What follows belongs to an exercise in optimizing a design on an open flow for small area; a production flow would make more cautious choices.
In this exercise RTL edits were held to simulation tests only and were not proved equivalent to the original.
The flow treats the clock pin as an ideal source, which a real chip does not have.

==> inputs of run a <==
// load_current_regulator
module load_current_regulator
#(
  parameter int unsigned PWM_LIMIT = 4000
) (
  input  logic        clk_i,
  input  logic        rst_ni,
  input  logic        cfg_we_i,
  input  logic [2:0]  cfg_index_i,
  input  logic [13:0] cfg_data_i,
  input  logic        s_axis_tvalid_i,
  output logic        s_axis_tready_o,
  input  logic [39:0] s_axis_tdata_i,
  output logic        m_axis_tvalid_o,
  input  logic        m_axis_tready_i,
  output logic [47:0] m_axis_tdata_o
);
==> flow/config.mk <==
export PLATFORM = sky130hd
export DESIGN_NAME = load_current_regulator
export DESIGN_NICKNAME = load_current_regulator
export VERILOG_FILES = /design/flow/design.v
export SDC_FILE = /design/flow/constraint.sdc
export NUM_CORES = 4
export LEC_CHECK = 0
export CAP_MARGIN = 20
export CORE_MARGIN = 2
export CORE_UTILIZATION = 40
export SLEW_MARGIN = 20
==> flow/constraint.sdc <==
create_clock -name core_clock -period 15.0 [get_ports {clk_i}]
set_input_delay 3.0000 -clock core_clock [delete_from_list [all_inputs] [get_ports {clk_i}]]
set_output_delay 3.0000 -clock core_clock [all_outputs]
set_load 0.01 [all_outputs]
standard.sh (not shown) runs the stock make flow with config.mk's settings and CLKGATE_MAP_FILE= SYNTH_SCRIPT=/design/flow/synth_recipe.tcl, a recipe that flattens the netlist after the stock synthesis.
==> flow/flow/run.sh <==
#!/bin/bash
# Layout: the standard flow (standard.sh, standard synthesis unchanged) with
# three changes: the port buffers are sky130_fd_sc_hd__buf_1 instead of the
# default clkdlybuf4s50_1; the clock tree is built from clkbuf_8 (root
# clkbuf_16) without dummy balancing loads; after CTS the clock buffers with a
# large fanout are upsized (flow/post_cts.tcl). Each tool's full log stays under
# orfs/logs; make's output goes to flow_make.log in this folder.
set -euo pipefail
bash standard.sh \
  BUFFER_PORTS_ARGS="-buffer_cell sky130_fd_sc_hd__buf_1" \
  CTS_ARGS="-sink_clustering_enable -repair_clock_nets -dont_use_dummy_load -root_buf sky130_fd_sc_hd__clkbuf_16 -buf_list {sky130_fd_sc_hd__clkbuf_8}" \
  POST_CTS_TCL="$PWD/flow/post_cts.tcl" \
  finish > flow_make.log 2>&1
==> flow/flow/post_cts.tcl <==
# After clock tree synthesis: upsize the clock buffers that drive many sinks
# (sky130_fd_sc_hd__clkbuf_8 -> clkbuf_16) so that every flip-flop clock pin
# keeps a low slew, then legalize the placement again.
set block [ord::get_db_block]
set changed 0
foreach inst [$block getInsts] {
  if {[[$inst getMaster] getName] ne "sky130_fd_sc_hd__clkbuf_8"} { continue }
  set fo 0
  foreach it [$inst getITerms] {
    if {[$it isOutputSignal]} {
      set net [$it getNet]
      if {$net ne "NULL"} { set fo [expr {[llength [$net getITerms]] - 1}] }
    }
  }
  if {$fo > 14} {
    replace_cell [$inst getName] sky130_fd_sc_hd__clkbuf_16
    incr changed
  }
}
puts "post_cts: upsized $changed clock buffers"
if {$changed > 0} {
  detailed_placement
  check_placement -verbose
  estimate_parasitics -placement
}
==> inputs of run b, as changes to run a <==
--- a/flow/design.v
+++ b/flow/design.v
@@ -51,17 +51,17 @@
   function automatic logic cry(input logic a, input logic b, input logic cin);
     cry = (a & (b | cin)) | (b & cin);
   endfunction
   logic [11:0] setpoint_q, offset_q;
   logic [9:0]  gain_q, vcomp_q;
   logic [13:0] cutoff_q;
   logic [7:0]  trip_q, release_q;
   logic [1:0]  feat_q;
-  logic        sp_w_q, off_w_q, gain_w_q, vc_w_q, cut_w_q, trip_w_q, rel_w_q, feat_w_q;
+  logic        sp_w_q, off_w_q, vc_w_q, cut_w_q, trip_w_q, rel_w_q;
   logic [7:0]  cfl_q, vfl_q, accl_q;    
   logic [12:0] cfu_q;                   
   logic [14:0] vfu_q;                   
   logic [11:0] accu_q;                  
   logic [15:0] base_q;                  
   logic        stop_q, fan_q, bvalid_q;
   logic        busy_q, ovalid_q;
   logic [2:0]  pass_q;
@@ -135,50 +135,44 @@
         default: ;
       endcase
     end
   end
   always_ff @(posedge clk_i or negedge rst_ni) begin
     if (!rst_ni) begin
       sp_w_q   <= 1'b0;
       off_w_q  <= 1'b0;
-      gain_w_q <= 1'b0;
       vc_w_q   <= 1'b0;
       cut_w_q  <= 1'b0;
       trip_w_q <= 1'b0;
       rel_w_q  <= 1'b0;
-      feat_w_q <= 1'b0;
     end else if (cfg_we_i) begin
       if (cfg_index_i == 3'd0) sp_w_q   <= 1'b1;
       if (cfg_index_i == 3'd1) off_w_q  <= 1'b1;
-      if (cfg_index_i == 3'd2) gain_w_q <= 1'b1;
       if (cfg_index_i == 3'd3) vc_w_q   <= 1'b1;
       if (cfg_index_i == 3'd4) cut_w_q  <= 1'b1;
       if (cfg_index_i == 3'd5) trip_w_q <= 1'b1;
       if (cfg_index_i == 3'd6) rel_w_q  <= 1'b1;
-      if (cfg_index_i == 3'd7) feat_w_q <= 1'b1;
     end
   end
   logic t0, c0, c31, c39;
   assign c0  = (c == 6'd0);
   assign t0  = (c == 6'd8);
   assign c31 = (c == 6'd31);
   assign c39 = (c == 6'd39);
   logic [11:0] si, sv, st;
   assign si = s_axis_tdata_i[11:0];
   assign sv = s_axis_tdata_i[23:12];
   assign st = s_axis_tdata_i[35:24];
   logic [3:0] i7;
   logic       w7;
   assign i7 = add4(c, 4'd9);
   assign w7 = c_ge(c, 6'd7) & c_le(c, 6'd18);
-  logic [3:0] i17;
-  logic       w17;
-  assign i17 = add4(c, 4'd15);
-  assign w17 = c_ge(c, 6'd17) & c_le(c, 6'd28);
+  logic       w16v;
+  assign w16v = (c[5:4] == 2'b01) & c_le(c, 6'd27);
   logic [3:0] i8;
   logic       w8, w16;
   assign i8  = add4(c, 4'd8);
   assign w8  = c_ge(c, 6'd8) & c_le(c, 6'd19);
   assign w16 = (c[5:4] == 2'b01) & c_le(c, 6'd29);
   logic v;    
   assign v = bvalid_q;
   logic spnz;
@@ -253,43 +247,45 @@
   logic        mb;
   logic [10:0] ma;
   logic [11:0] mt;
   logic        p_b;
   logic        spb, eacc_b, bsp_in;
   assign bsp_in = c0 ? 1'b0 : f1_q;
   assign spb    = w8 & sp_w_q & setpoint_q[i8];
   assign eacc_b = spb ^ cf0 ^ bsp_in;
+  logic        svd_q;
+  always_ff @(posedge clk_i) begin
+    svd_q <= p23 & w16v & sv[c[3:0]];
+  end
   logic [11:0] mcy;
   logic [10:0] pp;
   logic [9:0] gain;
   assign gain = gain_q;
   assign ma  = p4 ? {1'b0, gain} : {vcomp_q[9], vcomp_q};
   logic mclr;
   assign mclr = c[5] & (c[4] | c[3]);
   assign mb  = ~mclr & (p4 ? eacc_b : (cf0 & vc_w_q));
   assign pp  = mb ? ma : 11'd0;
   always_comb begin
-    mcy[0] = 1'b0;
+    mcy[0] = svd_q;
     for (int i = 0; i < 11; i++) begin
       mt[i]    = s_q[i] ^ pp[i] ^ mcy[i];
       mcy[i+1] = cry(s_q[i], pp[i], mcy[i]);
     end
     mt[11] = s_q[10] ^ pp[10] ^ mcy[11];
   end
   assign p_b = mt[0];
   always_ff @(posedge clk_i) begin
     s_q <= {mt[11] & ~mclr, mt[10:1]};
   end
   logic vfv;
   assign vfv = (c_le(c, 6'd15) ? vfl_q[0] : vfu_q[0]) & v;
-  logic svb, cg_in, tg_b, bdv_in, dv_b, x_b;
-  assign svb    = w17 & sv[i17];
-  assign cg_in  = t0 ? 1'b0 : f1_q;
-  assign tg_b   = svb ^ p_b ^ cg_in;
+  logic tg_b, bdv_in, dv_b, x_b;
+  assign tg_b   = p_b;
   assign bdv_in = t0 ? 1'b0 : f2_q;
   assign dv_b   = tg_b ^ vfv ^ bdv_in;
   assign x_b    = t0 ? 1'b0 : f3_q;
   logic [1:0] m3_in, m3_n;
   always_comb begin
     m3_in = t0 ? 2'd0 : mr_q[1:0];
     m3_n  = m3_in;
     if (x_b) begin
@@ -344,17 +340,17 @@
     accl_q <= {(((p4 | p5) & (c[5:3] == 3'd1)) ? acc_in : accl_q[0]), accl_q[7:1]};
     if ((p4 | p5) & c_ge(c, 6'd16) & c_le(c, 6'd27)) accu_q <= {acc_in, accu_q[11:1]};
   end
   always_ff @(posedge clk_i) begin
     if (p01) begin
       f1_q <= c_ge(c, 6'd7) ? bor(si_b, of_b, f1_q) : 1'b0;
       f2_q <= bor(dsh, cfv1, be_in);
     end else if (p23) begin
-      f1_q <= cry(svb, p_b, cg_in);
+      f1_q <= 1'b0;
       f2_q <= bor(tg_b, vfv, bdv_in);
     end else begin
       f1_q <= bor(spb, cf0, bsp_in);
       f2_q <= cry(accv, s_b, ca2_in);
     end
     if (p0) begin
       f3_q <= bor(base_q[0], tb_b, bt_in);
       f4_q <= bor(td_b, thb, b1_in);
==> flow/flow/run.sh (replaced) <==
#!/bin/bash
# Layout: the standard flow (standard.sh, standard synthesis unchanged) with
# three changes: the port buffers are sky130_fd_sc_hd__buf_1 instead of the
# default clkdlybuf4s50_1; the clock tree is built from clkbuf_8 (root
# clkbuf_16) as a plain H-tree without sink clustering or dummy balancing loads; after CTS the clock buffers with a
# large fanout are upsized (flow/post_cts.tcl). Each tool's full log stays under
# orfs/logs; make's output goes to flow_make.log in this folder.
set -euo pipefail
bash standard.sh \
  BUFFER_PORTS_ARGS="-buffer_cell sky130_fd_sc_hd__buf_1" \
  CTS_ARGS="-repair_clock_nets -dont_use_dummy_load -root_buf sky130_fd_sc_hd__clkbuf_16 -buf_list {sky130_fd_sc_hd__clkbuf_8}" \
  POST_CTS_TCL="$PWD/flow/post_cts.tcl" \
  finish > flow_make.log 2>&1
==> inputs of run c, as changes to run a <==
--- a/flow/design.v
+++ b/flow/design.v
@@ -51,17 +51,17 @@
   function automatic logic cry(input logic a, input logic b, input logic cin);
     cry = (a & (b | cin)) | (b & cin);
   endfunction
   logic [11:0] setpoint_q, offset_q;
   logic [9:0]  gain_q, vcomp_q;
   logic [13:0] cutoff_q;
   logic [7:0]  trip_q, release_q;
   logic [1:0]  feat_q;
-  logic        sp_w_q, off_w_q, gain_w_q, vc_w_q, cut_w_q, trip_w_q, rel_w_q, feat_w_q;
+  logic        sp_w_q, off_w_q, vc_w_q, cut_w_q;
   logic [7:0]  cfl_q, vfl_q, accl_q;    
   logic [12:0] cfu_q;                   
   logic [14:0] vfu_q;                   
   logic [11:0] accu_q;                  
   logic [15:0] base_q;                  
   logic        stop_q, fan_q, bvalid_q;
   logic        busy_q, ovalid_q;
   logic [2:0]  pass_q;
@@ -80,86 +80,79 @@
   assign p5  = busy_q & (pass_q == 3'd5);
   assign p6  = busy_q & (pass_q == 3'd6);
   assign p01 = p0 | p1;
   assign p23 = p2 | p3;
   assign s_axis_tready_o = p6;
   assign m_axis_tvalid_o = ovalid_q;
   logic [5:0] c;
   assign c = c_q;
-  always_ff @(posedge clk_i) begin
-    if (!busy_q) pass_q <= stop_q ? 3'd6 : 3'd0;
-    else if (c == 6'd63) pass_q <= pass_q + 3'd1;
-  end
   logic commit;
   assign commit = p5 & (c == 6'd63);
   always_ff @(posedge clk_i or negedge rst_ni) begin
     if (!rst_ni) begin
       busy_q   <= 1'b0;
       ovalid_q <= 1'b0;
+      pass_q   <= 3'd0;
       c_q      <= 6'd0;
     end else begin
       c_q <= c_q + 6'd1;
       if (!busy_q) begin
         if (s_axis_tvalid_i && !ovalid_q && (stop_q || c == 6'd63)) begin
           busy_q <= 1'b1;
+          pass_q <= stop_q ? 3'd6 : 3'd0;
         end
       end else begin
+        if (c == 6'd63) pass_q <= pass_q + 3'd1;
         if (p6 && s_axis_tvalid_i) begin
           busy_q   <= 1'b0;
           ovalid_q <= 1'b1;
         end
       end
       if (ovalid_q && m_axis_tready_i) ovalid_q <= 1'b0;
     end
   end
   always_ff @(posedge clk_i or negedge rst_ni) begin
     if (!rst_ni) begin
-      gain_q <= 10'd63;
-      feat_q <= 2'd0;
+      gain_q     <= 10'd63;
+      trip_q     <= 8'd16;
+      release_q  <= 8'd8;
+      feat_q     <= 2'd0;
     end else if (cfg_we_i) begin
       case (cfg_index_i)
-        3'd2: gain_q <= cfg_data_i[9:0];
-        3'd7: feat_q <= cfg_data_i[1:0];
+        3'd2: gain_q     <= cfg_data_i[9:0];
+        3'd5: trip_q     <= cfg_data_i[7:0];
+        3'd6: release_q  <= cfg_data_i[7:0];
+        3'd7: feat_q     <= cfg_data_i[1:0];
         default: ;
       endcase
     end
   end
   always_ff @(posedge clk_i) begin
     if (cfg_we_i) begin
       case (cfg_index_i)
         3'd0: setpoint_q <= cfg_data_i[11:0];
         3'd1: offset_q   <= cfg_data_i[11:0];
         3'd3: vcomp_q    <= cfg_data_i[9:0];
         3'd4: cutoff_q   <= cfg_data_i[13:0];
-        3'd5: trip_q     <= cfg_data_i[7:0];
-        3'd6: release_q  <= cfg_data_i[7:0];
         default: ;
       endcase
     end
   end
   always_ff @(posedge clk_i or negedge rst_ni) begin
     if (!rst_ni) begin
-      sp_w_q   <= 1'b0;
-      off_w_q  <= 1'b0;
-      gain_w_q <= 1'b0;
-      vc_w_q   <= 1'b0;
-      cut_w_q  <= 1'b0;
-      trip_w_q <= 1'b0;
-      rel_w_q  <= 1'b0;
-      feat_w_q <= 1'b0;
+      sp_w_q  <= 1'b0;
+      off_w_q <= 1'b0;
+      vc_w_q  <= 1'b0;
+      cut_w_q <= 1'b0;
     end else if (cfg_we_i) begin
-      if (cfg_index_i == 3'd0) sp_w_q   <= 1'b1;
-      if (cfg_index_i == 3'd1) off_w_q  <= 1'b1;
-      if (cfg_index_i == 3'd2) gain_w_q <= 1'b1;
-      if (cfg_index_i == 3'd3) vc_w_q   <= 1'b1;
-      if (cfg_index_i == 3'd4) cut_w_q  <= 1'b1;
-      if (cfg_index_i == 3'd5) trip_w_q <= 1'b1;
-      if (cfg_index_i == 3'd6) rel_w_q  <= 1'b1;
-      if (cfg_index_i == 3'd7) feat_w_q <= 1'b1;
+      if (cfg_index_i == 3'd0) sp_w_q  <= 1'b1;
+      if (cfg_index_i == 3'd1) off_w_q <= 1'b1;
+      if (cfg_index_i == 3'd3) vc_w_q  <= 1'b1;
+      if (cfg_index_i == 3'd4) cut_w_q <= 1'b1;
     end
   end
   logic t0, c0, c31, c39;
   assign c0  = (c == 6'd0);
   assign t0  = (c == 6'd8);
   assign c31 = (c == 6'd31);
   assign c39 = (c == 6'd39);
   logic [11:0] si, sv, st;
@@ -228,24 +221,21 @@
   assign scf_b  = cfv0 ^ z_b ^ ca_in;
   assign cf_in = p1 ? scf_b : cf0;
   always_ff @(posedge clk_i) begin
     cfl_q <= {((p1 & c_le(c, 6'd7)) ? scf_b : cfl_q[0]), cfl_q[7:1]};
     if ((p01 | p23 | p4) & ((c_ge(c, 6'd8) & cflo) | c39)) cfu_q <= {cf_in, cfu_q[12:1]};
   end
   logic [3:0] ic;
   logic       tb_b, bt_in, td_b, thb, b1_in, b2_in, u1_b, u2_b;
-  localparam logic [7:0] TRIP_RST = 8'd16;
-  localparam logic [7:0] REL_RST  = 8'd8;
-  logic       rel_b, trip_b;
+  logic [7:0] thr;
   assign ic    = c_le(c, 6'd11) ? c[3:0] : 4'd11;
   assign tb_b  = st[ic];
-  assign rel_b  = rel_w_q ? release_q[c[2:0]] : REL_RST[c[2:0]];
-  assign trip_b = trip_w_q ? trip_q[c[2:0]] : TRIP_RST[c[2:0]];
-  assign thb    = (c[5:3] == 3'd0) & (fan_q ? rel_b : trip_b);
+  assign thr   = fan_q ? release_q : trip_q;
+  assign thb   = (c[5:3] == 3'd0) & thr[c[2:0]];
   assign bt_in = c0 ? 1'b0 : f3_q;
   assign td_b  = base_q[0] ^ tb_b ^ bt_in;
   assign b1_in = c0 ? 1'b1 : f4_q;
   assign b2_in = c0 ? 1'b0 : f5_q;
   assign u1_b  = td_b ^ thb ^ b1_in;
   assign u2_b  = ~td_b ^ thb ^ b2_in;
   always_ff @(posedge clk_i) begin
     base_q <= {((p0 & ~c[5] & ~c[4] & ~v) ? tb_b : base_q[0]), base_q[15:1]};
@@ -255,34 +245,30 @@
   logic [11:0] mt;
   logic        p_b;
   logic        spb, eacc_b, bsp_in;
   assign bsp_in = c0 ? 1'b0 : f1_q;
   assign spb    = w8 & sp_w_q & setpoint_q[i8];
   assign eacc_b = spb ^ cf0 ^ bsp_in;
   logic [11:0] mcy;
   logic [10:0] pp;
-  logic [9:0] gain;
-  assign gain = gain_q;
-  assign ma  = p4 ? {1'b0, gain} : {vcomp_q[9], vcomp_q};
-  logic mclr;
-  assign mclr = c[5] & (c[4] | c[3]);
-  assign mb  = ~mclr & (p4 ? eacc_b : (cf0 & vc_w_q));
+  assign ma  = p4 ? {1'b0, gain_q} : {vcomp_q[9], vcomp_q};
+  assign mb  = p4 ? eacc_b : (cf0 & vc_w_q);
   assign pp  = mb ? ma : 11'd0;
   always_comb begin
     mcy[0] = 1'b0;
     for (int i = 0; i < 11; i++) begin
       mt[i]    = s_q[i] ^ pp[i] ^ mcy[i];
       mcy[i+1] = cry(s_q[i], pp[i], mcy[i]);
     end
     mt[11] = s_q[10] ^ pp[10] ^ mcy[11];
   end
   assign p_b = mt[0];
   always_ff @(posedge clk_i) begin
-    s_q <= {mt[11] & ~mclr, mt[10:1]};
+    s_q <= c[5] & (c[4] | c[3]) ? 11'd0 : mt[11:1];
   end
   logic vfv;
   assign vfv = (c_le(c, 6'd15) ? vfl_q[0] : vfu_q[0]) & v;
   logic svb, cg_in, tg_b, bdv_in, dv_b, x_b;
   assign svb    = w17 & sv[i17];
   assign cg_in  = t0 ? 1'b0 : f1_q;
   assign tg_b   = svb ^ p_b ^ cg_in;
   assign bdv_in = t0 ? 1'b0 : f2_q;
==> flow/flow/run.sh (replaced) <==
#!/bin/bash
# Layout: the standard flow (standard.sh, standard synthesis unchanged) with
# two changes: the port buffers are sky130_fd_sc_hd__buf_1 instead of the
# default clkdlybuf4s50_1, and the clock tree is built from clkbuf_8 without
# dummy balancing loads. Each tool's full log stays under orfs/logs; make's
# output goes to flow_make.log in this folder.
set -euo pipefail
bash standard.sh \
  BUFFER_PORTS_ARGS="-buffer_cell sky130_fd_sc_hd__buf_1" \
  CTS_ARGS="-sink_clustering_enable -repair_clock_nets -dont_use_dummy_load -buf_list {sky130_fd_sc_hd__clkbuf_8}" \
  finish > flow_make.log 2>&1
removed: flow/flow/post_cts.tcl
==> comparison table <==
Core occupancy in the finished layout: run a 45.7%; run c 44.5%; run b 44.3%
Crit path max fanout: run a 18; run c 19; run b 16
Outcome: run a no timing/DRC/antenna violations; run c no timing/DRC/antenna violations; run b no timing/DRC/antenna violations
Hold Startpoint: run a base_q[2]; run c base_q[15]; run b base_q[10]
Routed wire length on met2: run a 9430 um; run c 9470 um; run b 9940 um
Synth async-reset ratio: run a 14.4%; run c 23.0%; run b 14.3%
TritonCTS Sinks: run a 202; run c 200; run b 203
Vias in the first global route: run a 5838; run c 5879; run b 5686
Worst Setup SP: run a c_q[3]; run c c_q[1]; run b c_q[5]
Worst Slack Setup Final: run a 7.40 ns; run c 7.05 ns; run b 7.67 ns
Worst Hold Path EP: run a base_q[1]; run c base_q[14]; run b base_q[9]
Filler instances: run a 2090; run c 2121; run b 2083
NumNets Final: run a 913; run c 929; run b 894

## afterwards: timing with drivers on the ports
The flow's constraints put no driver on any port. The routed layouts listed below were extracted and timed again, unchanged, in two steps.
Step 1: set_driving_cell puts a clkbuf_16 on clk_i and a buf_2 on each other input, an assumption about the parent block.
Step 2 also shifts input and output timing later by t, the mid clock arrival at the registers, as if the neighbouring blocks saw the same clock.
a / b / c = ideal ports / drivers / drivers and shift; a / b = the first two.
run | t (ns) | setup WS [ns] | hold WS [ns] | worst setup path after step 2 | worst slew at a driven data input, ns
run a | 0.492 | 7.405 / 7.405 / 7.405 | 0.320 / 0.320 / 0.320 | register to register | 0.05
run b | 0.443 | 7.672 / 7.672 / 7.672 | 0.303 / 0.303 / 0.303 | register to register | 0.05
run c | 0.488 | 7.047 / 7.047 / 7.047 | 0.310 / 0.310 / 0.310 | register to register | 0.04
After both steps every run listed still meets setup and hold.
